From an optimization exercise on the open Yosys and OpenROAD flow, aimed at small area and a short achievable clock period; shortcuts taken in it are not production practice.
At most, simulation tests tie the RTL to the original design; equivalence was not proved.
For runs 6 to 8, only the layout was checked, not whether the RTL still works.
Power and IR drop assume default switching activity.

--- flow/run.sh ---
#!/bin/bash
# synth_recipe.tcl (not shown) runs the flow's synth.tcl, then flattens the netlist and writes it again
# the make line also repeats each setting of config.mk as NAME=value (left out here)
make -C /OpenROAD-flow-scripts/flow DESIGN_CONFIG=/design/flow/config.mk WORK_HOME=/design/flow/orfs CLKGATE_MAP_FILE= SYNTH_SCRIPT=/design/flow/synth_recipe.tcl finish
--- flow/config.mk ---
export PLATFORM = sky130hd
export DESIGN_NAME = viterbi_decoder
export DESIGN_NICKNAME = viterbi_decoder
export VERILOG_FILES = /design/flow/design.v
export SDC_FILE = /design/flow/constraint.sdc
export NUM_CORES = 4
export LEC_CHECK = 0
export CAP_MARGIN = 20
export CORE_MARGIN = 2
export CORE_UTILIZATION = 40
export CTS_CLUSTER_DIAMETER = 100
export CTS_CLUSTER_SIZE = 24
export SETUP_SLACK_MARGIN = 3.0
export SLEW_MARGIN = 20
--- flow/constraint.sdc ---
create_clock -name core_clock -period 5.0 [get_ports {clk}]
set_input_delay 1.0000 -clock core_clock [delete_from_list [all_inputs] [get_ports {clk}]]
set_output_delay 1.0000 -clock core_clock [all_outputs]
set_load 0.01 [all_outputs]
--- flow/design.v ---
`timescale 1ns/1ps
`default_nettype none
module viterbi_decoder (
   input  wire       clk,
   input  wire       rst,
   input  wire       enable_i,
   input  wire [1:0] symbol_i,
   output wire       d_out_o,
   output wire       d_valid_o
);
   function automatic [1:0] code(input integer j);
      reg [2:0] s;
      begin
         s    = 2 * j;
         code = {^(s & 3'b111), ^(s & 3'b101)};
      end
   endfunction
   integer k;
   reg [3:0] up_q;     
   reg [3:0] dn_q;     
   reg       frc_q;    
   reg [3:0] ph_q;     
   reg [2:0] bc_q;     
   reg       vld_q;
   always @(posedge clk) begin
      for (k = 0; k < 4; k = k + 1) begin
         up_q[k] <= (symbol_i == code(k));
         dn_q[k] <= (symbol_i == ~code(k));
      end
      frc_q <= (bc_q == 3'd0) && (ph_q < 4'd3);
   end
   always @(posedge clk or negedge rst) begin
      if (!rst) begin
         ph_q  <= 4'd0;
         bc_q  <= 3'd0;
         vld_q <= 1'b0;
      end else if (!enable_i) begin
         ph_q  <= 4'd0;
         bc_q  <= 3'd0;
         vld_q <= 1'b0;
      end else begin
         ph_q <= ph_q + 4'd1;
         if (ph_q == 4'd15 && !bc_q[2])
            bc_q <= bc_q + 3'd1;
         vld_q <= vld_q | (bc_q[2] & (ph_q >= 4'd3));
      end
   end
   reg [3:0] pm [0:7];
   reg [7:0] dec_q;
   genvar j;
   generate
      for (j = 0; j < 4; j = j + 1) begin : g_bf
         wire       up  = up_q[j];          
         wire       dn  = dn_q[j];          
         wire [3:0] a0  = pm[2*j];
         wire [3:0] a1  = pm[2*j+1];
         wire [3:0] eq  = ~(a1 ^ a0);
         wire [2:0] g   = ~a1[2:0] & a0[2:0];
         wire       b1  = g[0];
         wire       b2  = g[1] | (eq[1] & g[0]);
         wire       b3  = g[2] | (eq[2] & g[1]) | (eq[2] & eq[1] & g[0]);
         wire       e1  = eq[1] ^ ~b1;
         wire       e2  = eq[2] ^ ~b2;
         wire       e3  = eq[3] ^ ~b3;
         wire       sl  = !frc_q & ((e3 & ~(up & e2 & e1)) | (dn & ~e2 & ~e1));
         wire       sh  = !frc_q & ((e3 & ~(dn & e2 & e1)) | (up & ~e2 & ~e1));
         wire [3:0] a0p = a0 + 4'd1;
         wire [3:0] a0m = a0 - 4'd1;
         wire [3:0] a1p = a1 + 4'd1;
         wire [3:0] a1m = a1 - 4'd1;
         wire [3:0] c0l = (j == 0) ? a0 + {up, up, up, up | dn}
                                   : (up ? a0m : dn ? a0p : a0);    
         wire [3:0] c1l = up ? a1p : dn ? a1m : a1;                 
         wire [3:0] c0h = up ? a0p : dn ? a0m : a0;                 
         wire [3:0] c1h = (j == 3) ? a1 + {up, up, up, up | dn}
                                   : (up ? a1m : dn ? a1p : a1);    
         always @(posedge clk) begin
            pm[j]      <= sl ? c1l : c0l;
            pm[j+4]    <= sh ? c1h : c0h;
            dec_q[j]   <= sl;
            dec_q[j+4] <= sh;
         end
      end
   endgenerate
   reg [32:4] r [0:7];
   genvar n;
   generate
      for (n = 0; n < 8; n = n + 1) begin : g_re
         localparam integer Q0 = (n % 4) * 2;
         always @(posedge clk)
            r[n] <= {~(dec_q[n] ? r[Q0+1][31:4] : r[Q0][31:4]), dec_q[n]};
      end
   endgenerate
   reg [15:0] sr_q;
   reg [32:0] dl_q;
   integer    b;
   always @(posedge clk) begin
      if (ph_q == 4'd2) begin
         for (b = 0; b < 16; b = b + 1)
            sr_q[b] <= r[0][32-b] ^ b[0];
      end else begin
         sr_q <= {r[0][17], sr_q[15:1]};   
      end
      dl_q <= {dl_q[31:0], sr_q[0]};
   end
   assign d_out_o   = dl_q[32];
   assign d_valid_o = vld_q;
endmodule
`default_nettype wire
==> parameters.txt, run 1 <==
Parameter                              Value

Floorplanning
  Total core area ... about 28000 µm²
  Die area ... between 20000 and 30000 µm²
  Die Span X ... about 170 µm
  Placement row count ... between 60 and 70
  Initial Utilization ... 40.8%
  Vert. Die Dim ... approximately 170 µm
  I/O Pins ... 7

Detailed routing
  Antenna Nets Post-Route ... 0
  Via count ... about 6.5k
  Via/cell ratio ... slightly below 5
  First-pass iteration count of the detailed router ... 4
  Post-detailed-route wirelength per cell ... ~15 µm
  Residual DRC count ... 0
  Detailed-route wire length ... around 20000 µm
  DRC violation total after the first TritonRoute iteration ... 332

Placed design
  PortBufs ... 6
  Setup slack at placement ... between 2 and 3 ns
  Dpl cells ... between 1k and 1.5k
  Cell area after placement ... around 12000 µm²
  Routability cong. ... between 0.7 and 0.8
  Placed wire-length estimate after detailed placement ... 12400 µm

STA
  Final period utilization ... 41.3%
  Final Skew ... ~0.018 ns
  Least-Margin Pin Slew ... between 1 and 1.5 ns
  Hold violation total from the final report ... 0
  Final worst path period need ... slightly above 2 ns
  Fmax ... slightly below 0.5 GHz
  Total negative slack ... 0 ns
  Normalized max-slew margin ... between 20% and 30%
  Worst Slack Setup Final ... a little under 3 ns
  Min Hold Slack ... roughly 0.33 ns
  Setup repair after global routing missed its margin ... true
  Number of setup violations in the final report ... 0
  Max Transition Viols Final ... 0

CTS
  Number of sinks driven by the clock tree ... 317
  Number of clock buffers inserted by TritonCTS ... 17
  Cell chosen for the clock root ... clkbuf_16
  Bufs on Longest Clock Path ... 3
  Insertion delay to the later sink of the worst-skew pair ... 0.51 ns
  Clock transition time at the flip-flop clock pins of the worst setup and hold paths ... roughly 0.1 ns
  Total number of H-tree levels ... 1
  Clock tree from TritonCTS ... done

Synthesis
  Share of synthesized flip-flops with an asynchronous set or reset ... ~2.5%
  Number of instances in the synthesized netlist ... 940
  Yosys warns ... 3
  Unique cell type count in the Yosys netlist ... between 40 and 50
  Cell Area, Synth ... approximately 11000 µm²
  Portion of the post-synthesis area used by sequential elements ... between 50% and 60%
  Number of synthesized flops with an enable pin ... 0
  Commonest register cell after synthesis ... dfxtp_1
  Synthesis-stage register bit count ... 317
  Syn avg cell area ... between 10 and 15 µm²
  Net count after synthesis ... just under 1k

Power and ir drop
  Ratio of total power to cell area ... 679 nW/µm²
  Highest ir drop seen on vdd ... just under 0.3 mV
  Pleak ... roughly 4.8 nW
  Pwr Total ... 8.65 mW

Job
  Max cap viols ... 0

GRT
  Initial antenna violation count ... 0
  Final global-route overflow total ... 0
  Maximum number of pins on one net before global-route repair ... 30
  Vias in the first global route ... around 6.5k
  Global-route wire length before repair ... ~33000 µm
  GRT Util Overall ... approximately 14%

Critical path
  Crit path required time ... 5.41 ns
  Launching element type of the critical path ... flop
  Type of the worst setup path ... reg -> reg
  Launch point of the critical path ... pm[7][0]$_DFF_P_
  Arr. time, crit path ... 2.47 ns
  Reg-to-reg critical path startpoint ... pm[7][0]$_DFF_P_
  Worst Path Max Fanout ... 4
  Crit path capture type ... flop

Layout
  Register area ... ~6500 µm²
  Area of the multi-input gates ... 4920 µm²
  Design area ... ~13000 µm²
  Area growth from synthesis to layout ... 12.1%
  Fill count ... approximately 2.6k
  Share of final-layout standard cells stronger than drive strength 1 ... between 10 and 15%
  Antenna diode count ... 0
  Final nets ... around 1000
  Fin cells ... around 1.3k
  Core Util, Final ... between 40% and 50%

Min path
  Min-delay worst type ... reg -> reg
  Worst hold path startpoint ... dl_q[11]$_DFF_P_

Status
  Result of the run ... complete, no violations
-- what timing repair did --
item / CTS / global route
setup endpoints to repair: 38 / 34
buffers inserted: 11 / 14
gates resized for setup: 57 / 51
pin swaps: 17 / 17
hold buffers: 0 / 0
-- routing by layer --
layer  up-vias  wire [µm]  track usage [%]
met3        24        460             2.13
met5         -          0                0
met2        44       9280             23.1
met4         0        363             3.11
met1      3156      10100             18.8
li1       3286          -                -
-- critical path, cell delays in order, from the launching register on --
cell and delay, ns:
dfxtp_4 0.37, nand2b_4 0.14, fa_2 0.40, xor2_4 0.18, buf_6 0.13, nor2_4 0.10, a22oi_1 0.11, nor2_2 0.18
mux2_2 0.35
-- power by group --
group,total [mW],switching (mW),internal (mW)
registers,4.44,0.937,3.50
clock network,1.41,0.783,0.630
logic,2.79,1.28,1.51
-- flip-flops by register name (all words and copies together) (netlist names) --
register and cells:
r 215, dn_q 2, ph_q 4, pm 32, vld_q 1, dec_q 8, sr_q 16, frc_q 1
bc_q 3, dl_q 33, up_q 2
-- synth_stat cells, types with 5 or more instances --
library cell / n / area share (%)
nor2b_1: 11 / 0.61
xnor2_1: 28 / 2.2
ha_1: 34 / 3.7
inv_1: 37 / 1.2
o21ai_0: 32 / 1.4
a21oi_1: 21 / 0.93
nand3_1: 9 / 0.40
nand2_1: 30 / 0.99
buf_1: 10 / 0.33
and2_1: 6 / 0.33
xor2_1: 23 / 1.8
clkbuf_1: 25 / 0.83
a211oi_1: 5 / 0.33
mux2i_1: 229 / 20
nor3_1: 11 / 0.48
a22oi_1: 28 / 1.9
nor2_1: 23 / 0.76
dfxtp_1: 309 / 54
fa_1: 6 / 1.1
mux2_2: 10 / 0.99
dfrtp_1: 8 / 1.8
-- layout make-up --
class                           count  area share, %
Timing Repair Buffer               32           2.06
Clock buffer                       18           3.37
Tap cell                          378           3.71
Sequential cell                   317           50.8
Multi-Input combinational cell    545           38.6
Clock inverter                      3          0.246
Inverter                           38           1.17
-- layout by cell type (no fill, tap or decap), types with 10 or more instances in the layout --
master	count
xor2_1	19
o21ai_0	25
nor3_1	10
nor2b_1	10
mux2_2	10
clkbuf_16	17
nand2_1	28
xnor2_1	26
dfxtp_2	14
inv_1	31
nor2_1	19
a21oi_1	19
ha_1	29
buf_4	23
dfxtp_4	17
a22oi_1	28
dfxtp_1	278
mux2i_1	229
-- final timing paths --
check                      slack, ns  depth (start not counted)                  end
min reg2reg                     0.33                          0     dl_q[12]$_DFF_P_
max in group asynchronous       3.96                          1  bc_q[1]$_DFFE_PN0P_
max                             2.94                          8     pm[7][0]$_DFF_P_
min                             0.33                          0     dl_q[12]$_DFF_P_
max reg2reg                     2.94                          8     pm[7][0]$_DFF_P_
min in group asynchronous       0.77                          1    ph_q[3]$_DFF_PN0_
-- kinds of logic after synthesis --
| group | Yosys count | synth area share [%] |
|---|---|---|
| compound gates | 111 | 6.66 |
| xor+xnor | 51 | 3.93 |
| buf+inv | 78 | 2.69 |
| fa+ha+maj | 40 | 4.80 |
| flops | 317 | 56.2 |
| mux | 239 | 21.2 |
| simple gates | 104 | 4.49 |
==> run 2, diff against run 1 <==
--- a/flow/config.mk
+++ b/flow/config.mk
@@ -9,6 +9,7 @@
 export CORE_MARGIN = 2
-export CORE_UTILIZATION = 40
+export CORE_UTILIZATION = 65
 export CTS_CLUSTER_DIAMETER = 100
-export CTS_CLUSTER_SIZE = 24
-export SETUP_SLACK_MARGIN = 3.0
+export CTS_CLUSTER_SIZE = 30
+export PLACE_DENSITY = 0.75
+export SETUP_SLACK_MARGIN = 2.9
 export SLEW_MARGIN = 20
==> run 2 against run 1 <==
Critical path depth stayed put. Largest power group unchanged. Critical path type unchanged. Still clean on timing, DRC and antenna. Power fell by 1.6%. Highest routed layer unchanged. Global-route usage is 9.1 points higher. Via count rose by 1.2%. Setup slack lost 0.024 ns.
==> parameters.txt, run 2 <==
Parameter                              Value

Status
  Result of the run ... complete, no violations

CTS
  Clock transition time at the flip-flop clock pins of the worst setup and hold paths ... approximately 0.12 ns
  Number of clock buffers inserted by TritonCTS ... 14
  Number of sinks driven by the clock tree ... 317
  Bufs on Longest Clock Path ... 3
  Insertion delay to the later sink of the worst-skew pair ... 0.49 ns
  # hold bufs at CTS ... 0
  Cell chosen for the clock root ... clkbuf_16
  Total number of H-tree levels ... 1
  Clock tree from TritonCTS ... done

STA
  Normalized max-slew margin ... around 28%
  Final Skew ... around 0.019 ns
  Fmax ... around 0.48 GHz
  Worst Slack Setup Final ... 2.91 ns
  Least-Margin Pin Slew ... about 1.1 ns
  Max Transition Viols Final ... 0
  Setup repair after global routing missed its margin ... true
  Number of setup violations in the final report ... 0
  Final worst path period need ... between 2 and 2.5 ns
  Hold violation total from the final report ... 0
  Total negative slack ... 0 ns
  Final period utilization ... a little over two fifths

Synthesis
  Number of instances in the synthesized netlist ... 940
  Synthesis-stage register bit count ... about 320
  Area share of the leading cell type in the synthesized netlist ... 54.5%
  Most frequent cell after synthesis ... dfxtp_1
  Post-synth top area cell ... dfxtp_1
  Yosys warns ... 3
  Share of synthesized flip-flops with an asynchronous set or reset ... approximately 2.5%
  Cell Area, Synth ... between 10000 and 15000 µm²
  Leading cell types by count after synthesis ... dfxtp_1, mux2i_1, inv_1
  Number of synthesized flops with an enable pin ... 0
  Portion of the post-synthesis area used by sequential elements ... around 56%
  Commonest register cell after synthesis ... dfxtp_1
  Cell types occupying the most area after synthesis ... dfxtp_1, mux2i_1, ha_1, xnor2_1, a22oi_1
  Net count after synthesis ... 985
  Unique cell type count in the Yosys netlist ... 47
  Syn avg cell area ... approximately 12 µm²

Critical path
  Worst reg-to-reg path cell count ... 8
  Type of the worst setup path ... reg -> reg
  Crit path capture type ... flop
  FF-to-FF End ... pm[4][2]$_DFF_P_
  Critical Path Max Stage Delay ... around 0.4 ns
  Launch point of the critical path ... pm[1][0]$_DFF_P_
  Ordered list of cells on the worst path ... nand2b_4 > fa_2 > xor2_2 > a31oi_1 > a32oi_2 > buf_6 > buf_4 > o21ai_1
  Worst Path Max Fanout ... 6
  Worst-case register-to-register setup slack ... 2.91 ns
  Reg-to-reg critical path startpoint ... pm[1][0]$_DFF_P_
  Critical path's slowest cell ... dfxtp_4
  Launching element type of the critical path ... flop
  Crit path required time ... between 5 and 6 ns
  Arr. time, crit path ... between 2 and 2.5 ns

Power and ir drop
  Pwr Total ... 8.51 mW
  Ratio of total power to cell area ... between 600 and 700 nW/µm²
  Gate power share ... a little over a third
  Highest ir drop seen on vdd ... roughly 0.46 mV
  Power share of the clock group ... roughly 15%
  Internal power ... 5.57 mW
  Switching power share of the total ... between 30% and 40%
  Psw ... around 2.9 mW
  Fraction of power consumed by sequential logic ... between 40% and 50%
  Pleak ... about 4.7 nW

Layout
  Final nets ... between 900 and 1k
  Antenna diode count ... 0
  Largest registers ... r x215, dl_q x33, pm x32
  Core Util, Final ... between 70 and 80%
  Most frequent cells in the layout ... dfxtp_1, mux2i_1, nand2_1, inv_1
  Leading cell type in the layout, fill and taps excluded ... dfxtp_1
  Area growth from synthesis to layout ... 9.55%
  Share of final-layout standard cells stronger than drive strength 1 ... 13.6%
  Design area ... roughly 12000 µm²
  Max FFs per register ... between 200 and 250
  Most flops, register ... r

Detailed routing
  First-pass iteration count of the detailed router ... 4
  DRC violation total after the first TritonRoute iteration ... 318
  Post-detailed-route wirelength per cell ... around 17 µm
  Residual DRC count ... 0
  Via/cell ratio ... about 5.6
  Detailed-route wire length ... 20600 µm
  Via count ... around 6.6k
  Antenna Nets Post-Route ... 0

Placed design
  Cell area after placement ... around 12000 µm²
  Setup slack at placement ... 2.63 ns
  Placed wire-length estimate after detailed placement ... between 10000 and 15000 µm
  PortBufs ... 6
  Routability cong. ... ~0.84

Min path
  Worst hold path startpoint ... dl_q[8]$_DFF_P_
  Worst Hold End ... dl_q[9]$_DFF_P_
  Min-delay worst type ... reg -> reg
  Cell count of the worst hold path ... 0

GRT
  Maximum number of pins on one net before global-route repair ... 31
  Global-route wire length before repair ... approximately 34000 µm
  GRT Util Overall ... ~23%
  Final global-route overflow total ... 0
  Vias in the first global route ... about 7k
  Initial antenna violation count ... 0

Floorplanning
  Vert. Die Dim ... roughly 140 µm
  I/O Pins ... 7
  Placement row count ... 48
  Die Span X ... roughly 140 µm
  Die area ... between 15000 and 20000 µm²
  Initial Utilization ... about two thirds
  Total core area ... between 15000 and 20000 µm²

Job
  Max cap viols ... 0
[run 2: cell counts after synthesis]
Identical to the previous run, type by type.
[run 2: power by group through the flow]
stage	logic, mW	registers [mW]	clock network (mW)
CTS	2.70	4.20	1.32
detailed placement	2.48	4.22	0
floorplan	2.10	3.89	0
global placement	2.40	4.18	0
global route	3.29	4.36	1.42
finish	2.99	4.23	1.29
[run 2: cell families after synthesis]
group,after synthesis,synth area share [%]
mux,239,21.2
fa+ha+maj,40,4.80
buf+inv,78,2.69
simple gates,104,4.49
xor+xnor,51,3.93
compound gates,111,6.66
flops,317,56.2
[run 2: cell type report]
cell class | count | area [µm²]
tap | 225 | 282
clock inverter | 1 | 16.3
clock buffer | 16 | 389
inverter | 38 | 153
sequential | 317 | 6450
multi-input combinational | 545 | 4840
timing repair buffer | 38 | 307
fill | 1213 | 4740
[run 2: timing repair]
| item | 4_1_cts | 5_1_grt |
|---|---|---|
| hold endpoints to repair | 0 | 0 |
| pin swaps | 11 | 9 |
| setup endpoints to repair | 37 | 35 |
| buffers inserted | 13 | 13 |
| gates resized for setup | 32 | 57 |
[run 2: through the flow]
stage / std cells / hold slack (ns)
after floorplan: 940 / 0.310
after global placement: 1137 / 0.310
after detailed placement: 1137 / 0.312
after CTS: 1167 / 0.333
after global routing: 1180 / 0.340
final: 1180 / 0.329
[run 2: layer usage]
layer / GRT usage [%] / part of all wire [%] / vias to the layer above / wire length, µm
met4: 5.90 / 2.0 / 0 / 402
met3: 3.09 / 2.5 / 35 / 521
met5: 0 / 0 / - / 0
met1: 29.7 / 44 / 3203 / 9160
li1: - / - / 3279 / -
met2: 40.3 / 51 / 72 / 10500
[run 2: critical path: cells and delay by family, from the launching register on]
family | cells | cell delay [ns]
flip-flops | 1 | 0.40
XOR/XNOR | 1 | 0.20
AO/OA/AOI/OAI | 3 | 0.59
AND/OR/NAND/NOR | 1 | 0.15
buffers and inverters | 2 | 0.30
adder cells (fa/ha/maj) | 1 | 0.37
[run 2: worst max-delay path by stage]
stage	endpoint	slack [ns]	depth (start not counted)
final	pm[4][2]$_DFF_P_	2.91	8
after global routing	pm[6][1]$_DFF_P_	2.84	10
after CTS	d_valid_o	2.81	1
after detailed placement	pm[0][0]$_DFF_P_	2.63	8
after global placement	pm[3][0]$_DFF_P_	2.70	7
after floorplan	pm[0][0]$_DFF_P_	2.96	7
==> run 3, diff against run 2 <==
--- a/flow/config.mk
+++ b/flow/config.mk
@@ -10,6 +10,6 @@
 export CORE_UTILIZATION = 65
-export CTS_CLUSTER_DIAMETER = 100
-export CTS_CLUSTER_SIZE = 30
+export CTS_CLUSTER_DIAMETER = 60
+export CTS_CLUSTER_SIZE = 40
 export PLACE_DENSITY = 0.75
-export SETUP_SLACK_MARGIN = 2.9
+export SETUP_SLACK_MARGIN = 3.0
 export SLEW_MARGIN = 20
==> run 3 against run 2 <==
Still clean. Clock power grew 22%. Register-to-register slack hardly changed. Fmax is essentially flat. Via count rose by 2.1%. Global-route usage hardly changed. Sequential share of layout area fell by 1.1 points. Clock-buffer cell count increased by 2. Combinational power up 4%. Critical path depth fell by 1. Cell count grew 1.3%. Final area up 2.4%. Setup slack better by 0.0011 ns. Largest cell class unchanged. Highest routed layer unchanged.
==> parameters.txt, run 3 <==
Parameter                              Value

STA
  Normalized max-slew margin ... around 32%
  Hold violation total from the final report ... 0
  Final Skew ... 0.0215 ns
  Total negative slack ... 0 ns
  Fmax ... approximately 0.48 GHz
  Worst Slack Setup Final ... a little under 3 ns
  Setup repair after global routing missed its margin ... true
  Number of setup violations in the final report ... 0
  Max Transition Viols Final ... 0
  Final worst path period need ... between 2 and 2.5 ns
  Final period utilization ... around two fifths
  Least-Margin Pin Slew ... 1.02 ns

Synthesis
  Cell types occupying the most area after synthesis ... dfxtp_1, mux2i_1, ha_1, xnor2_1, a22oi_1
  Leading cell types by count after synthesis ... dfxtp_1, mux2i_1, inv_1
  Synthesis-stage register bit count ... roughly 320
  Most frequent cell after synthesis ... dfxtp_1
  Yosys warns ... 3
  Cell Area, Synth ... 11400 µm²
  Number of synthesized flops with an enable pin ... 0
  Commonest register cell after synthesis ... dfxtp_1
  Syn avg cell area ... around 12 µm²
  Post-synth top area cell ... dfxtp_1
  Area share of the leading cell type in the synthesized netlist ... 54.5%
  Number of instances in the synthesized netlist ... 940
  Share of synthesized flip-flops with an asynchronous set or reset ... under 10%
  Portion of the post-synthesis area used by sequential elements ... between 50% and 60%
  Unique cell type count in the Yosys netlist ... 47
  Net count after synthesis ... slightly below 1k

Detailed routing
  DRC violation total after the first TritonRoute iteration ... roughly 320
  Detailed-route wire length ... roughly 21000 µm
  Highest routed metal layer ... met4
  Via/cell ratio ... ~5.6
  DRT met1 WL ... around 9400 µm
  Met2 WL post-DR ... approximately 11000 µm
  Antenna Nets Post-Route ... 0
  First-pass iteration count of the detailed router ... 5
  Via count ... between 6k and 7k
  Residual DRC count ... 0
  Sum of met3 wire segment lengths after detailed routing ... 541 µm
  Post-detailed-route wirelength per cell ... 17.6 µm

GRT
  Vias in the first global route ... 7021
  Global-route wire length before repair ... around 34000 µm
  Initial antenna violation count ... 0
  Final global-route overflow total ... 0
  GRT Util Overall ... between 20% and 30%
  Maximum number of pins on one net before global-route repair ... 37

Min path
  Worst Hold End ... dl_q[9]$_DFF_P_
  Min-delay worst type ... reg -> reg
  Worst hold path startpoint ... dl_q[8]$_DFF_P_
  Cell count of the worst hold path ... 0

Layout
  Max FFs per register ... between 200 and 250
  Largest registers ... r x215, dl_q x33, pm x32
  Most flops, register ... r
  Area of the multi-input gates ... 4900 µm²
  Share of final-layout standard cells stronger than drive strength 1 ... between 10% and 20%
  Register area ... around 6500 µm²
  Most frequent cells in the layout ... dfxtp_1, mux2i_1, inv_1, buf_4, nand2_1
  Final nets ... about 1k
  Leading cell type in the layout, fill and taps excluded ... dfxtp_1
  Antenna diode count ... 0
  Area growth from synthesis to layout ... 12.2%
  Core Util, Final ... ~74%
  Fill count ... roughly 1.2k

Critical path
  Crit path capture type ... flop
  Worst reg-to-reg path cell count ... 7
  Arr. time, crit path ... around 2.5 ns
  FF-to-FF End ... pm[3][0]$_DFF_P_
  Crit path required time ... roughly 5.4 ns
  Launching element type of the critical path ... flop
  Worst-case register-to-register setup slack ... about 2.9 ns
  Type of the worst setup path ... reg -> reg
  Worst Path Max Fanout ... 4
  Reg-to-reg critical path startpoint ... pm[7][0]$_DFF_P_

Power and ir drop
  Pwr Total ... 8.90 mW
  Fraction of power consumed by sequential logic ... 47.4%
  Internal power ... between 5 and 6 mW
  Highest ir drop seen on vdd ... 0.530 mV
  Ratio of total power to cell area ... around 700 nW/µm²
  Switching power share of the total ... between 30% and 40%
  Pleak ... approximately 4.8 nW
  Power share of the clock group ... approximately 18%
  Psw ... ~3.2 mW
  Gate power share ... a little over a third

Floorplanning
  I/O Pins ... 7
  Placement row count ... 48
  Die area ... approximately 19000 µm²
  Initial Utilization ... between 60% and 70%
  Die Span X ... ~140 µm
  Vert. Die Dim ... around 140 µm
  Total core area ... roughly 17000 µm²

CTS
  Cell chosen for the clock root ... clkbuf_16
  Bufs on Longest Clock Path ... 3
  Clock tree from TritonCTS ... done
  Number of clock buffers inserted by TritonCTS ... 17
  Number of sinks driven by the clock tree ... roughly 320
  # hold bufs at CTS ... 0
  Clock transition time at the flip-flop clock pins of the worst setup and hold paths ... about 0.12 ns
  Total number of H-tree levels ... 1
  Insertion delay to the later sink of the worst-skew pair ... 0.51 ns

Job
  Max cap viols ... 0

Placed design
  PortBufs ... 6
  Routability cong. ... around 0.91
  Setup slack at placement ... about 2.6 ns
  Placed wire-length estimate after detailed placement ... around 13000 µm

Status
  Result of the run ... complete, no violations
[run 3: changes by cell type in the layout (fill, tap and decap cells not counted), sizes merged]
| cell | previous run | this run |
|---|---|---|
| buf | 32 | 36 |
| clkinv | 1 | 5 |
| inv | 36 | 43 |
| clkdlybuf4s15 | 1 | 0 |
| clkbuf | 17 | 18 |
[run 3: area by class of cell]
type                            count  area share (%)
Tap cell                          225            2.21
Clock inverter                     12            1.34
Clock buffer                       18            3.37
Multi-Input combinational cell    545            38.5
Inverter                           38            1.17
Sequential cell                   317            50.8
Timing Repair Buffer               40            2.63
[run 3: kinds of logic after synthesis]
group                      synth area share, %
DFF                                       56.2
muxes                                     21.2
AOI/OAI and AO/OA                         6.66
and+or+nand+nor                           4.49
buffers and inverters                     2.69
xor gates and xnor gates                  3.93
adders and majority gates                 4.80
[run 3: per-layer routing]
layer,GRT usage [%],vias up
met4,6.42,0
met2,41.3,101
met5,0,-
met1,28.7,3293
met3,3.02,35
li1,-,3299
[run 3: how the worst max path moves through the flow]
stage                     startpoint          endpoint  slack, ns
floorplan           pm[1][2]$_DFF_P_  pm[0][0]$_DFF_P_       2.99
global placement    pm[0][0]$_DFF_P_  pm[4][0]$_DFF_P_       2.69
detailed placement  pm[5][0]$_DFF_P_  pm[2][0]$_DFF_P_       2.64
CTS                  vld_q$_DFF_PN0_         d_valid_o       2.95
global route        pm[7][0]$_DFF_P_  pm[3][0]$_DFF_P_       2.84
finish              pm[7][0]$_DFF_P_  pm[3][0]$_DFF_P_       2.91
[run 3: stage by stage]
step	hold WS (ns)	std cells	area [µm²]
final	0.325	1195	12700
after global routing	0.337	1195	12700
after detailed placement	0.312	1138	11600
after CTS	0.337	1185	12500
after global placement	0.310	1138	11600
after floorplan	0.310	940	11400
[run 3: what timing repair did]
action	in CTS	in global routing
gates cloned	0	0
pin swaps	21	21
setup endpoints to repair	38	35
hold endpoints to repair	0	0
gates resized for setup	61	49
buffers inserted	17	10
[run 3: critical path, stage by stage (launching register included)]
cell	delay, ns
dfxtp_4	0.37
nand2b_4	0.15
fa_2	0.40
xor2_4	0.22
a31oi_2	0.13
a22oi_2	0.32
mux2i_1	0.25
o22ai_1	0.12
[run 3: power groups by stage]
stage	registers [mW]	clock network, mW	logic (mW)
after floorplan	3.90	0	2.10
after global placement	4.18	0	2.38
after detailed placement	4.22	0	2.46
after CTS	4.20	1.62	2.75
after global routing	4.33	1.72	3.39
final	4.22	1.58	3.10
==> run 4, diff against run 3 <==
--- a/flow/config.mk
+++ b/flow/config.mk
@@ -9,6 +9,5 @@
 export CORE_MARGIN = 2
-export CORE_UTILIZATION = 65
+export CORE_UTILIZATION = 50
 export CTS_CLUSTER_DIAMETER = 60
-export CTS_CLUSTER_SIZE = 40
-export PLACE_DENSITY = 0.75
+export CTS_CLUSTER_SIZE = 30
 export SETUP_SLACK_MARGIN = 3.0
==> run 4 against run 3 <==
Critical path type is now reg -> out. Fmax rose by 3.4%. Utilization is 16 points lower. Non-clock buffer count shrank 3. Highest routed layer unchanged. Flip-flop and latch count did not move. Register-to-register slack improved by 0.08 ns. Sequential share of layout area down 0.73 points. Hold slack gained 0.0012 ns. Largest power group unchanged.
==> parameters.txt, run 4 <==
Parameter                              Value

Power and ir drop
  Pleak ... around 4.9 nW
  Pwr Total ... a little over 9 mW
  Ratio of total power to cell area ... ~710 nW/µm²
  Highest ir drop seen on vdd ... slightly below 0.5 mV

CTS
  Clock tree from TritonCTS ... done
  Insertion delay to the later sink of the worst-skew pair ... about 0.53 ns
  Number of sinks driven by the clock tree ... 317
  Bufs on Longest Clock Path ... 3
  Cell chosen for the clock root ... clkbuf_16
  Clock transition time at the flip-flop clock pins of the worst setup and hold paths ... around 0.1 ns
  # hold bufs at CTS ... 0
  Total number of H-tree levels ... 1
  Number of clock buffers inserted by TritonCTS ... 21

Critical path
  Critical path buffer and inverter count ... 1
  Reg-to-reg critical path startpoint ... pm[7][0]$_DFF_P_
  Critical path's slowest cell ... dfrtp_1
  Worst Path Max Fanout ... 2
  Worst-case register-to-register setup slack ... approximately 3 ns
  Cell type group with the largest total delay on the critical path ... flip-flops
  Type of the worst setup path ... reg -> out
  Cell count along the critical path ... 1
  Worst reg-to-reg path cell count ... 7
  Critical Path Max Stage Delay ... roughly 0.37 ns
  Endpoint of the worst setup timing path ... d_valid_o
  Ordered list of cells on the worst path ... buf_2
  FF-to-FF End ... pm[7][0]$_DFF_P_
  Arr. time, crit path ... between 1 and 1.5 ns
  Crit path capture type ... primary output
  Launching element type of the critical path ... flop
  Crit path required time ... about 4.0 ns
  Launch point of the critical path ... vld_q$_DFF_PN0_

Synthesis
  Yosys warns ... 3
  Most frequent cell after synthesis ... dfxtp_1
  Commonest register cell after synthesis ... dfxtp_1
  Net count after synthesis ... 985
  Post-synth top area cell ... dfxtp_1
  Synthesis-stage register bit count ... about 320
  Cell Area, Synth ... around 11000 µm²
  Unique cell type count in the Yosys netlist ... between 40 and 50
  Portion of the post-synthesis area used by sequential elements ... a little under three fifths
  Leading cell types by count after synthesis ... dfxtp_1, mux2i_1, inv_1
  Area share of the leading cell type in the synthesized netlist ... between 50% and 60%
  Syn avg cell area ... 12.1 µm²
  Number of synthesized flops with an enable pin ... 0
  Number of instances in the synthesized netlist ... 940
  Cell types occupying the most area after synthesis ... dfxtp_1, mux2i_1, ha_1, xnor2_1, a22oi_1
  Share of synthesized flip-flops with an asynchronous set or reset ... 2.52%

GRT
  GRT Util Overall ... 17.5%
  Initial antenna violation count ... 0
  Met1 track demand over resource in global routing ... between 20% and 30%
  Final global-route overflow total ... 0
  Maximum number of pins on one net before global-route repair ... 30
  Met3 global-route usage ... 2.63%
  Vias in the first global route ... around 6.9k
  Gr busiest metal ... met2
  Global routing usage on met2 ... slightly below 30%
  Global-route wire length before repair ... 34400 µm

Layout
  Leading cell type in the layout, fill and taps excluded ... dfxtp_1
  Area growth from synthesis to layout ... 13.9%
  Max FFs per register ... about 220
  Share of final-layout standard cells stronger than drive strength 1 ... between 15 and 20%
  Final nets ... approximately 1k
  Design area ... about 13000 µm²
  Fin cells ... 1260
  Largest registers ... r x215, dl_q x33, pm x32
  Most flops, register ... r
  Antenna diode count ... 0
  Fill count ... 1881
  Most frequent cells in the layout ... dfxtp_1, mux2i_1, inv_1
  Core Util, Final ... 57.6%

Detailed routing
  Residual DRC count ... 0
  Detailed-route wire length ... just over 20000 µm
  Via count ... about 6.6k
  Via/cell ratio ... approximately 5.3
  Antenna Nets Post-Route ... 0
  First-pass iteration count of the detailed router ... 4
  Post-detailed-route wirelength per cell ... 16.4 µm
  DRC violation total after the first TritonRoute iteration ... roughly 220

Min path
  Worst hold path startpoint ... dl_q[29]$_DFF_P_
  Cell count of the worst hold path ... 0
  Min-delay worst type ... reg -> reg

Floorplanning
  I/O Pins ... 7
  Total core area ... roughly 22000 µm²
  Vert. Die Dim ... roughly 150 µm
  Die Span X ... 155 µm
  Die area ... ~24000 µm²
  Placement row count ... 55
  Initial Utilization ... approximately 51%

Placed design
  Dpl cells ... ~1.2k
  Cell area after placement ... around 12000 µm²
  PortBufs ... 6
  Setup slack at placement ... around 2.6 ns
  Routability cong. ... roughly 0.8
  Placed wire-length estimate after detailed placement ... between 10000 and 15000 µm

STA
  Min Hold Slack ... 0.326 ns
  Total negative slack ... 0 ns
  Hold violation total from the final report ... 0
  Least-Margin Pin Slew ... a little over 1 ns
  Setup repair after global routing missed its margin ... true
  Final worst path period need ... slightly above 2 ns
  Number of setup violations in the final report ... 0
  Final Skew ... 0.0237 ns
  Max Transition Viols Final ... 0
  Final period utilization ... about two fifths
  Worst Slack Setup Final ... about 3.0 ns
  Normalized max-slew margin ... a little under a third
  Fmax ... 0.495 GHz

Job
  Max cap viols ... 0

Status
  Result of the run ... complete, no violations
run 4: area by class of cell:
class / count / area (µm²) / area share (%)
Tap cell: 285 / 357 / 2.76
Sequential cell: 317 / 6470 / 50.1
Inverter: 38 / 146 / 1.13
Timing Repair Buffer: 37 / 299 / 2.31
Clock buffer: 21 / 526 / 4.06
Clock inverter: 17 / 221 / 1.71
Multi-Input combinational cell: 545 / 4910 / 37.9
run 4: layer usage:
layer,share of wire [%],up-vias,wire length [µm]
met2,48,78,9860
met5,0,-,0
met3,2.5,40,513
met1,47,3203,9820
met4,2.4,0,493
li1,-,3310,-
run 4: cell families after synthesis:
logic type	Yosys count	synth area share, %
buffers and inverters	78	2.69
xor gates and xnor gates	51	3.93
and+or+nand+nor	104	4.49
adders and majority gates	40	4.80
muxes	239	21.2
AOI/OAI and AO/OA	111	6.66
DFF	317	56.2
run 4: power by group:
group          leakage (nW)  switching, mW  internal (mW)  total, mW
clock                 0.368          0.999          0.867       1.87
sequential             2.66          0.943           3.51       4.45
combinational          1.89           1.28           1.52       2.81
run 4: worst min-delay path by stage:
stage | endpoint | slack [ns]
5_1_grt | dl_q[24]$_DFF_P_ | 0.34
2_1_floorplan | dl_q[0]$_DFF_P_ | 0.31
4_1_cts | dl_q[24]$_DFF_P_ | 0.33
6_report | dl_q[30]$_DFF_P_ | 0.33
3_3_place_gp | dl_q[30]$_DFF_P_ | 0.31
3_5_place_dp | dl_q[11]$_DFF_P_ | 0.31
run 4: what timing repair did:
| action | 4_1_cts | 5_1_grt |
|---|---|---|
| gates resized for setup | 64 | 42 |
| endpoints found under the setup margin | 40 | 33 |
| pin swaps | 19 | 14 |
| setup buffers | 21 | 10 |
==> run 5, diff against run 4 <==
--- a/flow/config.mk
+++ b/flow/config.mk
@@ -9,6 +9,6 @@
 export CORE_MARGIN = 2
-export CORE_UTILIZATION = 50
-export CTS_CLUSTER_DIAMETER = 60
+export CORE_UTILIZATION = 40
+export CTS_CLUSTER_DIAMETER = 100
 export CTS_CLUSTER_SIZE = 30
-export SETUP_SLACK_MARGIN = 3.0
+export SETUP_SLACK_MARGIN = 2.8
 export SLEW_MARGIN = 20
==> run 5 against run 4 <==
Still clean. Non-clock buffer count is 18 lower. Power is 12% lower. Fmax is 6.2% lower. Hold slack better by 0.0099 ns. Clock skew is 0.0060 ns lower. Clock power is about 30% lower. Critical path depth stayed put. Flip-flop and latch count stayed put. Critical endpoint unchanged.
==> parameters.txt, run 5 <==
Parameter                              Value

Status
  Result of the run ... complete, no violations

Placed design
  Routability cong. ... approximately 0.8
  PortBufs ... 6
  Cell area after placement ... 11700 µm²
  Placed wire-length estimate after detailed placement ... 12400 µm
  Dpl cells ... about 1.3k

Floorplanning
  Initial Utilization ... 40.8%
  Die area ... roughly 30000 µm²
  Vert. Die Dim ... around 170 µm
  Total core area ... 27900 µm²
  Placement row count ... 61
  I/O Pins ... 7
  Die Span X ... between 150 and 200 µm

Critical path
  Crit path required time ... approximately 4 ns
  Type of the worst setup path ... reg -> out
  Crit path capture type ... primary output
  Arr. time, crit path ... 1.15 ns
  Critical Path Max Stage Delay ... roughly 0.39 ns
  Critical path buffer and inverter count ... 1
  Worst Path Max Fanout ... 2
  Cell type group with the largest total delay on the critical path ... flip-flops
  Ordered list of cells on the worst path ... dlygate4sd2_1
  Critical path's slowest cell ... dfrtp_1
  Launching element type of the critical path ... flop

Layout
  Share of final-layout standard cells stronger than drive strength 1 ... 8.76%
  Register area ... 6420 µm²
  Fin cells ... 1314
  Largest registers ... r x215, dl_q x33, pm x32
  Area growth from synthesis to layout ... 8.30%
  Fill count ... between 2k and 3k
  Antenna diode count ... 0
  Final nets ... 980
  Leading cell type in the layout, fill and taps excluded ... dfxtp_1
  Most frequent cells in the layout ... dfxtp_1, mux2i_1, inv_1
  Design area ... 12300 µm²
  Area of the multi-input gates ... 4710 µm²
  Most flops, register ... r
  Max FFs per register ... between 200 and 250

CTS
  Number of clock buffers inserted by TritonCTS ... 14
  # hold bufs at CTS ... 0
  Clock tree from TritonCTS ... done
  Number of sinks driven by the clock tree ... ~320
  Cell chosen for the clock root ... clkbuf_16
  Clock transition time at the flip-flop clock pins of the worst setup and hold paths ... around 0.10 ns
  Total number of H-tree levels ... 1
  Bufs on Longest Clock Path ... 3
  Insertion delay to the later sink of the worst-skew pair ... 0.49 ns

Synthesis
  Number of synthesized flops with an enable pin ... 0
  Post-synth top area cell ... dfxtp_1
  Commonest register cell after synthesis ... dfxtp_1
  Cell Area, Synth ... between 10000 and 15000 µm²
  Net count after synthesis ... roughly 990
  Share of synthesized flip-flops with an asynchronous set or reset ... between 2 and 3%
  Synthesis-stage register bit count ... 317
  Unique cell type count in the Yosys netlist ... 47
  Cell types occupying the most area after synthesis ... dfxtp_1, mux2i_1, ha_1, xnor2_1, a22oi_1
  Yosys warns ... 3
  Number of instances in the synthesized netlist ... 940
  Portion of the post-synthesis area used by sequential elements ... around 56%
  Syn avg cell area ... between 10 and 15 µm²
  Leading cell types by count after synthesis ... dfxtp_1, mux2i_1, inv_1
  Most frequent cell after synthesis ... dfxtp_1
  Area share of the leading cell type in the synthesized netlist ... 54.5%

GRT
  Global-route wire length before repair ... ~32000 µm
  Initial antenna violation count ... 0
  Vias in the first global route ... 6319
  Maximum number of pins on one net before global-route repair ... 32
  GRT Util Overall ... between 10% and 20%
  Final global-route overflow total ... 0

STA
  Final worst path period need ... 2.15 ns
  Final period utilization ... about 43%
  Normalized max-slew margin ... about 31%
  Max Transition Viols Final ... 0
  Setup repair after global routing missed its margin ... true
  Hold violation total from the final report ... 0
  Least-Margin Pin Slew ... between 1 and 1.5 ns
  Total negative slack ... 0 ns
  Fmax ... 0.465 GHz
  Number of setup violations in the final report ... 0
  Final Skew ... 0.0177 ns

Power and ir drop
  Highest ir drop seen on vdd ... 0.302 mV
  Ratio of total power to cell area ... roughly 660 nW/µm²
  Pwr Total ... around 8.1 mW
  Pleak ... ~4.6 nW

Detailed routing
  Residual DRC count ... 0
  First-pass iteration count of the detailed router ... 4
  DRC violation total after the first TritonRoute iteration ... approximately 360
  Via/cell ratio ... approximately 4.9
  Detailed-route wire length ... between 15000 and 20000 µm
  Via count ... around 6.4k
  Antenna Nets Post-Route ... 0
  Post-detailed-route wirelength per cell ... roughly 15 µm

Job
  Max cap viols ... 0

Min path
  Min-delay worst type ... reg -> reg
## run 5: cell type report
type	count	area share, %
flip-flops and latches	317	52.2
inverters	38	1.16
clock inverters	1	0.132
clock buffers	16	3.08
repair buffers	19	1.26
multi-input cells	545	38.3
well taps	378	3.85
## run 5: path summary, 6_finish.rpt
kind | startpoint | endpoint | slack (ns) | depth (start not counted)
max | vld_q$_DFF_PN0_ | d_valid_o | 2.85 | 1
min | dl_q[22]$_DFF_P_ | dl_q[23]$_DFF_P_ | 0.34 | 0
max reg2reg | pm[0][1]$_DFF_P_ | pm[0][0]$_DFF_P_ | 2.89 | 7
min reg2reg | dl_q[22]$_DFF_P_ | dl_q[23]$_DFF_P_ | 0.34 | 0
max in group asynchronous | rst | bc_q[2]$_DFFE_PN0P_ | 3.94 | 1
min in group asynchronous | rst | ph_q[0]$_DFF_PN0_ | 0.79 | 1
## run 5: worst register-to-register path: cells and delay by family (launching register included)
family                     cells  cell delay (ns)
and+or+nand+nor                2             0.39
xor gates and xnor gates       1             0.18
buffers and inverters          1             0.14
adders and majority gates      1             0.45
AOI/OAI and AO/OA              1             0.12
muxes                          1             0.35
DFF                            1             0.40
## run 5: what timing repair did
item,4_1_cts,5_1_grt
pin swaps,5,10
endpoints found under the setup margin,27,31
buffers inserted,7,5
hold endpoints to repair,0,0
gates resized for setup,11,21
## run 5: cell families after synthesis
kind of cell / count (synthesis) / share of synthesized area, %
XOR/XNOR: 51 / 3.93
AND/OR/NAND/NOR: 104 / 4.49
multiplexers: 239 / 21.2
AO/OA/AOI/OAI: 111 / 6.66
buffers and inverters: 78 / 2.69
adder cells (fa/ha/maj): 40 / 4.80
flip-flops: 317 / 56.2
## run 5: power breakdown
| part | internal (mW) | switching (mW) |
|---|---|---|
| Sequential | 3.47 | 0.936 |
| Clock | 0.554 | 0.753 |
| Combinational | 1.27 | 1.07 |
| Total | 5.30 | 2.76 |
## run 5: through the flow
stage / util (%) / hold WS [ns] / setup WS, ns
global placement: 42.1 / 0.312 / 2.61
floorplan: - / 0.310 / 2.96
finish: 44.1 / 0.336 / 2.85
CTS: 43.8 / 0.337 / 2.79
global route: 44.1 / 0.342 / 2.73
detailed placement: 42.1 / 0.312 / 2.59
## run 5: metal layers
layer,vias up,GRT usage [%],wire length (µm)
li1,3235,-,-
met1,3094,19.3,9940
met2,40,21.8,8880
met3,23,1.67,420
met4,0,3.18,280
met5,-,0,0
==> run 6, diff against run 5 <==
--- a/flow/design.v
+++ b/flow/design.v
@@ -49,2 +49,3 @@
    reg [7:0] dec_q;
+   reg [7:0] decn_q;   
    genvar j;
@@ -79,4 +80,6 @@
             pm[j+4]    <= sh ? c1h : c0h;
-            dec_q[j]   <= sl;
-            dec_q[j+4] <= sh;
+            dec_q[j]    <= sl;
+            dec_q[j+4]  <= sh;
+            decn_q[j]   <= ~sl;
+            decn_q[j+4] <= ~sh;
          end
@@ -90,3 +93,4 @@
          always @(posedge clk)
-            r[n] <= {~(dec_q[n] ? r[Q0+1][31:4] : r[Q0][31:4]), dec_q[n]};
+            r[n] <= {~(({28{dec_q[n]}} & r[Q0+1][31:4]) | ({28{decn_q[n]}} & r[Q0][31:4])),
+                     dec_q[n]};
       end
==> run 6 against run 5 <==
Utilization rose by 0.45 points. Still clean. Register-to-register slack lost 0.02 ns. Fmax up 1.2%. Setup slack better by 0.025 ns. Power grew 12%. Cell count grew 0.99%. Critical path depth did not move. Largest cell class unchanged. First-iteration DRC count grew 57%. Synthesized area is 2.2% lower. Via count up 11%. Die area fell by 2.1%. Non-clock buffer count increased by 3.
==> parameters.txt, run 6 <==
Parameter                              Value

Critical path
  Worst reg-to-reg path cell count ... 7
  Worst-case register-to-register setup slack ... 2.87 ns
  Type of the worst setup path ... reg -> out
  Worst Path Max Fanout ... 2
  Critical path buffer and inverter count ... 1
  Ordered list of cells on the worst path ... clkdlybuf4s15_1
  FF-to-FF End ... pm[3][0]$_DFF_P_
  Reg-to-reg critical path startpoint ... pm[6][1]$_DFF_P_
  Critical path's slowest cell ... dfrtp_1
  Cell type group with the largest total delay on the critical path ... flip-flops
  Crit path required time ... approximately 4.0 ns
  Crit path capture type ... primary output
  Critical Path Max Stage Delay ... roughly 0.40 ns
  Arr. time, crit path ... approximately 1.1 ns
  Launching element type of the critical path ... flop

CTS
  Cell chosen for the clock root ... clkbuf_16
  Clock tree from TritonCTS ... done
  Total number of H-tree levels ... 1
  Number of clock buffers inserted by TritonCTS ... 15
  Number of sinks driven by the clock tree ... around 330
  Insertion delay to the later sink of the worst-skew pair ... about 0.51 ns
  Bufs on Longest Clock Path ... 3
  # hold bufs at CTS ... 0
  Clock transition time at the flip-flop clock pins of the worst setup and hold paths ... approximately 0.10 ns

STA
  Fmax ... between 0.4 and 0.5 GHz
  Hold violation total from the final report ... 0
  Setup repair after global routing missed its margin ... false
  Least-Margin Pin Slew ... 1.09 ns
  Final period utilization ... between 40% and 50%
  Worst Slack Setup Final ... between 2 and 3 ns
  Normalized max-slew margin ... a little over a quarter
  Total negative slack ... 0 ns
  Final Skew ... about 0.031 ns
  Max Transition Viols Final ... 0
  Number of setup violations in the final report ... 0
  Final worst path period need ... about 2.1 ns

Synthesis
  Unique cell type count in the Yosys netlist ... 51
  Most frequent cell after synthesis ... dfxtp_1
  Commonest register cell after synthesis ... dfxtp_1
  Net count after synthesis ... approximately 1.0k
  Portion of the post-synthesis area used by sequential elements ... between 50 and 60%
  Number of synthesized flops with an enable pin ... 0
  Share of synthesized flip-flops with an asynchronous set or reset ... about 2.5%
  Yosys warns ... 3
  Cell Area, Synth ... ~11000 µm²
  Syn avg cell area ... roughly 11 µm²
  Number of instances in the synthesized netlist ... 976
  Post-synth top area cell ... dfxtp_1
  Leading cell types by count after synthesis ... dfxtp_1, a22oi_1, clkbuf_1
  Synthesis-stage register bit count ... 325
  Cell types occupying the most area after synthesis ... dfxtp_1, a22oi_1, ha_1, xnor2_1, mux2i_1
  Area share of the leading cell type in the synthesized netlist ... 57.1%

Layout
  Max FFs per register ... roughly 220
  Final nets ... 996
  Share of final-layout standard cells stronger than drive strength 1 ... 10.8%
  Antenna diode count ... 0
  Most flops, register ... r
  Most frequent cells in the layout ... dfxtp_1, a22oi_1, inv_1
  Largest registers ... r x215, dl_q x33, pm x32
  Leading cell type in the layout, fill and taps excluded ... dfxtp_1
  Area growth from synthesis to layout ... 8.79%

Floorplanning
  Total core area ... between 20000 and 30000 µm²
  I/O Pins ... 7
  Vert. Die Dim ... approximately 170 µm
  Initial Utilization ... around 40%
  Die area ... ~29000 µm²
  Die Span X ... 171 µm
  Placement row count ... 60

Placed design
  Setup slack at placement ... approximately 2.6 ns
  PortBufs ... 6
  Routability cong. ... between 0.8 and 0.9
  Placed wire-length estimate after detailed placement ... between 10000 and 15000 µm

Power and ir drop
  Pleak ... around 5.2 nW
  Highest ir drop seen on vdd ... approximately 0.36 mV
  Ratio of total power to cell area ... 749 nW/µm²

Detailed routing
  Post-detailed-route wirelength per cell ... between 15 and 20 µm
  Via/cell ratio ... between 5 and 6
  Met2 WL post-DR ... between 9000 and 10000 µm
  Residual DRC count ... 0
  DRT met1 WL ... between 10000 and 15000 µm
  DRC violation total after the first TritonRoute iteration ... 570
  Highest routed metal layer ... met4
  Detailed-route wire length ... 22300 µm
  Via count ... roughly 7k
  First-pass iteration count of the detailed router ... 6
  Sum of met3 wire segment lengths after detailed routing ... ~1000 µm
  Antenna Nets Post-Route ... 0

GRT
  Initial antenna violation count ... 0
  Maximum number of pins on one net before global-route repair ... 32
  GRT Util Overall ... ~16%
  Global-route wire length before repair ... 36500 µm
  Vias in the first global route ... approximately 6.9k
  Final global-route overflow total ... 0

Status
  Result of the run ... complete, no violations

Min path
  Worst Hold End ... dl_q[22]$_DFF_P_
  Cell count of the worst hold path ... 0
  Min-delay worst type ... reg -> reg
  Worst hold path startpoint ... dl_q[21]$_DFF_P_

Job
  Max cap viols ... 0
run 6: changes by cell type in the layout (fill, tap and decap cells not counted), sizes merged:
cell           delta
clkbuf            +1
clkdlybuf4s15     +1
inv               +7
dlygate4sd2       -1
bufinv            +1
clkinv            -1
buf               +3
mux2i           -207
a22oi           +207
dfxtp             +8
run 6: worst max path at each step:
stage                      from               end  slack [ns]  cells after the start
6_report        vld_q$_DFF_PN0_         d_valid_o        2.87                      1
5_1_grt        pm[5][0]$_DFF_P_  pm[6][0]$_DFF_P_        2.78                      9
3_5_place_dp   pm[6][0]$_DFF_P_  pm[3][0]$_DFF_P_        2.62                      7
2_1_floorplan  pm[0][1]$_DFF_P_  pm[0][0]$_DFF_P_        2.93                      7
4_1_cts        pm[4][1]$_DFF_P_  pm[6][0]$_DFF_P_        2.80                      8
3_3_place_gp   pm[6][0]$_DFF_P_  pm[3][0]$_DFF_P_        2.61                      7
run 6: where the power goes:
group | internal, mW | leakage, nW | switching [mW]
Sequential | 3.84 | 2.76 | 1.03
Combinational | 1.33 | 2.19 | 1.41
Clock | 0.626 | 0.220 | 0.811
Total | 5.79 | 5.17 | 3.25
run 6: layout make-up:
type | instances | area [µm²]
sequential | 325 | 6590
inverter | 42 | 158
clock buffer | 17 | 383
multi-input combinational | 545 | 4240
timing repair buffer | 22 | 179
clock inverter | 4 | 71.3
tap | 372 | 465
fill | 2529 | 15000
run 6: layer usage:
layer	up-vias	GRT usage, %
li1	3466	-
met1	3456	22.6
met2	160	24.1
met3	22	2.73
met4	0	3.53
met5	-	0
run 6: what timing repair did:
action                     4_1_cts  5_1_grt
setup endpoints to repair       25       27
gates resized for setup         15       27
buffers inserted                 5        6
pin swaps                        4        7
run 6: cell families after synthesis:
| kind of cell | synth area share [%] |
|---|---|
| XOR/XNOR | 4.02 |
| AND/OR/NAND/NOR | 4.61 |
| AO/OA/AOI/OAI | 20.8 |
| flip-flops | 58.9 |
| adder cells (fa/ha/maj) | 4.91 |
| multiplexers | 3.00 |
| buffers and inverters | 3.69 |
run 6: stage by stage:
step | hold slack (ns) | total power [mW] | util (%) | std cells | instance area (µm²)
2_1_floorplan | 0.310 | 6.58 | - | 976 | 11100
3_3_place_gp | 0.310 | 7.34 | 42.1 | 1295 | 11400
3_5_place_dp | 0.312 | 7.38 | 42.2 | 1295 | 11400
4_1_cts | 0.339 | 8.87 | 44.1 | 1321 | 11900
5_1_grt | 0.344 | 9.71 | 44.6 | 1327 | 12100
6_report | 0.337 | 9.05 | 44.6 | 1327 | 12100
==> run 7, diff against run 6 <==
--- a/flow/config.mk
+++ b/flow/config.mk
@@ -11,4 +11,4 @@
 export CTS_CLUSTER_DIAMETER = 100
-export CTS_CLUSTER_SIZE = 30
-export SETUP_SLACK_MARGIN = 2.8
+export CTS_CLUSTER_SIZE = 24
+export SETUP_SLACK_MARGIN = 3.0
 export SLEW_MARGIN = 20
==> run 7 against run 6 <==
Synthesized area unchanged. Die area unchanged. Wire length up 2.9%. Non-clock buffer count up 18. Flip-flop and latch count unchanged. Largest power group unchanged. Register-to-register slack better by 0.11 ns. Clock power about the same. First-iteration DRC count down 10%. Fmax up 4.9%. Critical path depth unchanged.
==> parameters.txt, run 7 <==
Parameter                              Value

STA
  Final worst path period need ... 2.03 ns
  Setup repair after global routing missed its margin ... true
  Number of setup violations in the final report ... 0
  Least-Margin Pin Slew ... between 0.7 and 0.8 ns
  Max Transition Viols Final ... 0
  Total negative slack ... 0 ns
  Fmax ... 0.493 GHz
  Final Skew ... 0.0103 ns
  Normalized max-slew margin ... a little under half
  Hold violation total from the final report ... 0
  Final period utilization ... about two fifths

GRT
  GRT Util Overall ... 16.1%
  Vias in the first global route ... about 7k
  Final global-route overflow total ... 0
  Global-route wire length before repair ... 37400 µm
  Initial antenna violation count ... 0
  Maximum number of pins on one net before global-route repair ... 30

Placed design
  Routability cong. ... between 0.8 and 0.9
  PortBufs ... 6
  Placed wire-length estimate after detailed placement ... around 13000 µm

Synthesis
  Unique cell type count in the Yosys netlist ... slightly above 50
  Cell types occupying the most area after synthesis ... dfxtp_1, a22oi_1, ha_1, xnor2_1, mux2i_1
  Syn avg cell area ... between 10 and 15 µm²
  Yosys warns ... 3
  Most frequent cell after synthesis ... dfxtp_1
  Area share of the leading cell type in the synthesized netlist ... 57.1%
  Post-synth top area cell ... dfxtp_1
  Commonest register cell after synthesis ... dfxtp_1
  Xor and xnor area share after synthesis ... about 4.0%
  Portion of the post-synthesis area used by sequential elements ... between 50% and 60%
  Synth Area in Simple Gates ... under 10%
  Leading cell types by count after synthesis ... dfxtp_1, a22oi_1, clkbuf_1
  Synthesis-stage register bit count ... 325
  Number of instances in the synthesized netlist ... a little under 1k
  Share of synthesized flip-flops with an asynchronous set or reset ... between 2 and 2.5%
  Net count after synthesis ... 1021
  Adder-cell share of the synthesized area ... under 10%
  Multiplexer fraction of the synthesized cell area ... 3.00%
  Cell Area, Synth ... roughly 11000 µm²
  Number of synthesized flops with an enable pin ... 0
  Synth Area in Compound Gates ... a little over a fifth
  Dominant combinational cell family by area after synthesis ... compound AO/OA/AOI/OAI gates

Job
  Max cap viols ... 0

Detailed routing
  Antenna Nets Post-Route ... 0
  First-pass iteration count of the detailed router ... 5
  Via/cell ratio ... between 5 and 6
  Residual DRC count ... 0
  Detailed-route wire length ... ~23000 µm
  Post-detailed-route wirelength per cell ... 17.1 µm
  Via count ... between 7k and 8k
  DRC violation total after the first TritonRoute iteration ... around 500

Status
  Result of the run ... complete, no violations

Floorplanning
  Die Span X ... about 170 µm
  Vert. Die Dim ... around 170 µm
  Initial Utilization ... between 40 and 50%
  Die area ... between 20000 and 30000 µm²
  Placement row count ... 60
  Total core area ... around 27000 µm²
  I/O Pins ... 7

CTS
  Insertion delay to the later sink of the worst-skew pair ... 0.51 ns
  Total number of H-tree levels ... 1
  # hold bufs at CTS ... 0
  Cell chosen for the clock root ... clkbuf_16
  Clock transition time at the flip-flop clock pins of the worst setup and hold paths ... ~0.09 ns
  Number of clock buffers inserted by TritonCTS ... 17
  Number of sinks driven by the clock tree ... around 330
  Bufs on Longest Clock Path ... 3
  Clock tree from TritonCTS ... done

Layout
  Most frequent cells in the layout ... dfxtp_1, a22oi_1, inv_1
  Final nets ... 1016
  Largest registers ... r x215, dl_q x33, pm x32
  Antenna diode count ... 0
  Fill count ... roughly 2.5k
  Core Util, Final ... ~46%
  Leading cell type in the layout, fill and taps excluded ... dfxtp_1
  Max FFs per register ... 215
  Most flops, register ... r
  Area growth from synthesis to layout ... 12.6%
  Share of final-layout standard cells stronger than drive strength 1 ... 16.3%

Critical path
  Arr. time, crit path ... 1.03 ns
  Crit path capture type ... primary output
  Cell type group with the largest total delay on the critical path ... flip-flops
  Crit path required time ... approximately 4.0 ns
  Critical path buffer and inverter count ... 1
  Ordered list of cells on the worst path ... buf_2
  Critical path's slowest cell ... dfrtp_1
  Critical Path Max Stage Delay ... about 0.39 ns
  Worst Path Max Fanout ... 2
  Type of the worst setup path ... reg -> out
  Launching element type of the critical path ... flop

Power and ir drop
  Ratio of total power to cell area ... around 760 nW/µm²
  Pleak ... between 5 and 6 nW
  Highest ir drop seen on vdd ... approximately 0.38 mV
  Pwr Total ... roughly 9.4 mW

Min path
  Min-delay worst type ... reg -> reg
==> run 7: cell counts after synthesis <==
No cell type changed its count.
==> run 7: final cells by class <==
type | instances | area [µm²] | share of cell area, %
clock inverters | 2 | 25.0 | 0.200
well taps | 372 | 465 | 3.72
inverters | 42 | 166 | 1.33
multi-input cells | 545 | 4440 | 35.5
repair buffers | 40 | 345 | 2.76
clock buffers | 19 | 433 | 3.46
flip-flops and latches | 325 | 6640 | 53.1
==> run 7: kinds of logic after synthesis <==
kind of cell,Yosys count
adder cells (fa/ha/maj),40
buffers and inverters,106
flip-flops,325
multiplexers,32
AND/OR/NAND/NOR,104
AO/OA/AOI/OAI,318
XOR/XNOR,51
==> run 7: path summary, 6_finish.rpt <==
kind / from / endpoint / slack (ns) / cells after the start
max in group asynchronous: rst / ph_q[1]$_DFF_PN0_ / 3.96 / 1
hold reg to reg: dl_q[8]$_DFF_P_ / dl_q[9]$_DFF_P_ / 0.33 / 0
setup / recovery: vld_q$_DFF_PN0_ / d_valid_o / 2.97 / 1
min in group asynchronous: rst / bc_q[0]$_DFFE_PN0P_ / 0.77 / 1
hold / removal: dl_q[8]$_DFF_P_ / dl_q[9]$_DFF_P_ / 0.33 / 0
setup reg to reg: pm[5][1]$_DFF_P_ / pm[2][2]$_DFF_P_ / 2.98 / 9
==> run 7: routing by layer <==
metal | vias up | global-route usage, % | share of wire, %
li1 | 3506 | - | -
met1 | 3455 | 23.4 | 49
met2 | 149 | 24.9 | 45
met3 | 27 | 2.94 | 5.0
met4 | 0 | 3.49 | 1.5
met5 | - | 0 | 0
==> run 7: metrics by stage <==
stage | hold slack [ns] | cells | setup slack, ns | instance area (µm²)
2_1_floorplan | 0.310 | 976 | 2.98 | 11100
3_3_place_gp | 0.311 | 1297 | 2.63 | 11400
3_5_place_dp | 0.312 | 1297 | 2.64 | 11500
4_1_cts | 0.334 | 1335 | 2.94 | 12200
5_1_grt | 0.337 | 1345 | 2.90 | 12500
6_report | 0.332 | 1345 | 2.97 | 12500
==> run 7: power by group <==
group | switching, mW | total, mW | leakage [nW] | internal (mW)
registers | 0.973 | 4.84 | 2.77 | 3.87
logic | 1.64 | 3.18 | 2.31 | 1.55
clock network | 0.792 | 1.42 | 0.223 | 0.629
total | 3.40 | 9.45 | 5.30 | 6.04
==> run 7: repair_timing <==
action                                  in CTS  in global routing
gates resized for setup                     66                 45
pin swaps                                   17                 20
buffers inserted                            17                 10
endpoints found under the setup margin      43                 36
gates cloned                                 0                  0
==> run 8, diff against run 7 <==
--- a/flow/config.mk
+++ b/flow/config.mk
@@ -12,3 +12,3 @@
 export CTS_CLUSTER_SIZE = 24
-export SETUP_SLACK_MARGIN = 3.0
+export SETUP_SLACK_MARGIN = 3.1
 export SLEW_MARGIN = 20
==> run 8 against run 7 <==
Wire length is 0.60% higher. Critical path depth stayed put. Utilization is 1.1 points higher. Synthesized cell count stayed put. Largest cell class unchanged. Setup slack worse by 0.0025 ns. Largest power group unchanged.
==> parameters.txt, run 8 <==
Parameter                              Value

Critical path
  Arr. time, crit path ... ~1.0 ns
  Cell type group with the largest total delay on the critical path ... flip-flops
  Type of the worst setup path ... reg -> out
  Ordered list of cells on the worst path ... buf_2
  Launching element type of the critical path ... flop
  Critical path's slowest cell ... dfrtp_1
  Critical path buffer and inverter count ... 1
  Crit path capture type ... primary output
  Worst Path Max Fanout ... 2
  Crit path required time ... ~4.0 ns
  Critical Path Max Stage Delay ... around 0.39 ns

Floorplanning
  Total core area ... around 27000 µm²
  I/O Pins ... 7
  Die Span X ... roughly 170 µm
  Vert. Die Dim ... between 150 and 200 µm
  Initial Utilization ... between 40% and 50%
  Die area ... a little under 30000 µm²
  Placement row count ... 60

Synthesis
  Syn avg cell area ... 11.4 µm²
  Portion of the post-synthesis area used by sequential elements ... ~59%
  Most frequent cell after synthesis ... dfxtp_1
  Post-synth top area cell ... dfxtp_1
  Cell Area, Synth ... roughly 11000 µm²
  Cell types occupying the most area after synthesis ... dfxtp_1, a22oi_1, ha_1, xnor2_1, mux2i_1
  Net count after synthesis ... between 1k and 1.5k
  Synthesis-stage register bit count ... roughly 330
  Unique cell type count in the Yosys netlist ... 51
  Leading cell types by count after synthesis ... dfxtp_1, a22oi_1, clkbuf_1
  Area share of the leading cell type in the synthesized netlist ... between 50% and 60%
  Commonest register cell after synthesis ... dfxtp_1
  Yosys warns ... 3
  Number of instances in the synthesized netlist ... approximately 1000
  Number of synthesized flops with an enable pin ... 0
  Share of synthesized flip-flops with an asynchronous set or reset ... 2.46%

STA
  Least-Margin Pin Slew ... 0.676 ns
  Fmax ... slightly below 0.5 GHz
  Setup repair after global routing missed its margin ... true
  Normalized max-slew margin ... a little over half
  Final worst path period need ... around 2.0 ns
  Max Transition Viols Final ... 0
  Total negative slack ... 0 ns
  Final Skew ... between 0.015 and 0.02 ns
  Number of setup violations in the final report ... 0
  Final period utilization ... between 40 and 50%
  Hold violation total from the final report ... 0

Detailed routing
  Via count ... 7281
  Detailed-route wire length ... 23100 µm
  DRC violation total after the first TritonRoute iteration ... between 600 and 700
  First-pass iteration count of the detailed router ... 5
  Antenna Nets Post-Route ... 0
  Residual DRC count ... 0
  Post-detailed-route wirelength per cell ... ~17 µm
  Via/cell ratio ... 5.35

Layout
  Area growth from synthesis to layout ... 15.2%
  Fin cells ... between 1k and 1.5k
  Most frequent cells in the layout ... dfxtp_1, a22oi_1, buf_4
  Fill count ... between 2k and 2.5k
  Largest registers ... r x215, dl_q x33, pm x32
  Max FFs per register ... roughly 220
  Register area ... 6640 µm²
  Final nets ... between 1k and 1.5k
  Leading cell type in the layout, fill and taps excluded ... dfxtp_1
  Most flops, register ... r
  Share of final-layout standard cells stronger than drive strength 1 ... around a fifth
  Area of the multi-input gates ... roughly 4600 µm²
  Antenna diode count ... 0

Power and ir drop
  Highest ir drop seen on vdd ... 0.414 mV
  Ratio of total power to cell area ... 766 nW/µm²
  Pleak ... 5.40 nW

GRT
  GRT Util Overall ... between 10% and 20%
  Maximum number of pins on one net before global-route repair ... 30
  Final global-route overflow total ... 0
  Vias in the first global route ... about 7k
  Global-route wire length before repair ... between 30000 and 40000 µm
  Initial antenna violation count ... 0

CTS
  Clock tree from TritonCTS ... done
  Cell chosen for the clock root ... clkbuf_16
  Number of clock buffers inserted by TritonCTS ... 17
  Insertion delay to the later sink of the worst-skew pair ... about 0.50 ns
  Number of sinks driven by the clock tree ... between 300 and 400
  Clock transition time at the flip-flop clock pins of the worst setup and hold paths ... ~0.1 ns
  Total number of H-tree levels ... 1
  # hold bufs at CTS ... 0
  Bufs on Longest Clock Path ... 3

Job
  Max cap viols ... 0

Placed design
  Routability cong. ... between 0.8 and 0.9
  Dpl cells ... about 1.3k
  Placed wire-length estimate after detailed placement ... between 10000 and 15000 µm
  PortBufs ... 6

Status
  Result of the run ... complete, no violations

Min path
  Min-delay worst type ... reg -> reg
## run 8: where the power goes
group | switching, mW | internal (mW)
Clock | 0.788 | 0.628
Sequential | 0.937 | 3.87
Combinational | 1.82 | 1.75
Total | 3.55 | 6.25
## run 8: path summary, 6_finish.rpt
check	from	to	slack, ns	depth (start not counted)
max	vld_q$_DFF_PN0_	d_valid_o	2.97	1
min	dl_q[21]$_DFF_P_	dl_q[22]$_DFF_P_	0.33	0
max reg2reg	pm[1][0]$_DFF_P_	pm[0][0]$_DFF_P_	2.98	8
min reg2reg	dl_q[21]$_DFF_P_	dl_q[22]$_DFF_P_	0.33	0
max in group asynchronous	rst	ph_q[2]$_DFF_PN0_	3.98	1
min in group asynchronous	rst	bc_q[1]$_DFFE_PN0P_	0.76	1
## run 8: metal layers
metal  vias to the layer above  routed length, µm  track usage [%]
met3                        29               1120             2.59
met2                       150              10600             25.2
met4                         0                410             3.34
li1                       3540                  -                -
met1                      3562              11000             22.7
met5                         -                  0                0
## run 8: cells by family after synthesis
kind of cell	count (synthesis)	synth area share (%)
compound gates	318	20.8
buf+inv	106	3.69
flops	325	58.9
xor+xnor	51	4.02
fa+ha+maj	40	4.91
mux	32	3.00
simple gates	104	4.61
## run 8: timing repair
| item | CTS | global route |
|---|---|---|
| setup buffers | 29 | 13 |
| gates resized for setup | 80 | 63 |
| setup endpoints to repair | 45 | 52 |
| pin swaps | 27 | 28 |
## run 8: final cells by class
class,instances,share of cell area (%)
Sequential cell,325,51.9
Multi-Input combinational cell,545,35.7
Timing Repair Buffer,56,3.87
Tap cell,372,3.64
Clock buffer,19,3.38
Inverter,42,1.33
Clock inverter,2,0.196
## run 8: metrics by stage
step	power [mW]	setup slack, ns	instance area [µm²]	hold WS, ns	util, %
2_1_floorplan	6.66	3.06	11200	0.310	-
3_3_place_gp	7.43	2.75	11500	0.312	42.4
3_5_place_dp	7.47	2.71	11500	0.312	42.4
4_1_cts	9.36	2.94	12400	0.333	45.8
5_1_grt	10.5	2.91	12800	0.338	47.2
6_report	9.80	2.97	12800	0.332	47.2

## port drivers added, routing unchanged
Ports are ideal in the flow. The routed layouts listed here were re-timed in OpenROAD.
Step 1 assumes that a clkbuf_16 drives the clock port and a buf_2 every other input.
Step 2 times the ports against the registers' clock, not the clock port: input delays grow and output delays shrink by t, the midpoint of the rising clock arrivals with the driver on.
a / b / c = ideal / step 1 / step 2; a / b = the first two.
run	shift t [ns]	slack for setup (ns)
run 1	0.548	2.935 / 2.935 / 2.935
run 2	0.528	2.911 / 2.911 / 2.911
run 3	0.544	2.912 / 2.912 / 2.912
run 4	0.563	2.981 / 2.935 / 2.991
run 5	0.530	2.847 / 2.800 / 2.889
run 6	0.546	2.872 / 2.825 / 2.873
run 7	0.548	2.971 / 2.925 / 2.984
run 8	0.542	2.968 / 2.921 / 2.977
After both steps every run listed still meets setup and hold.
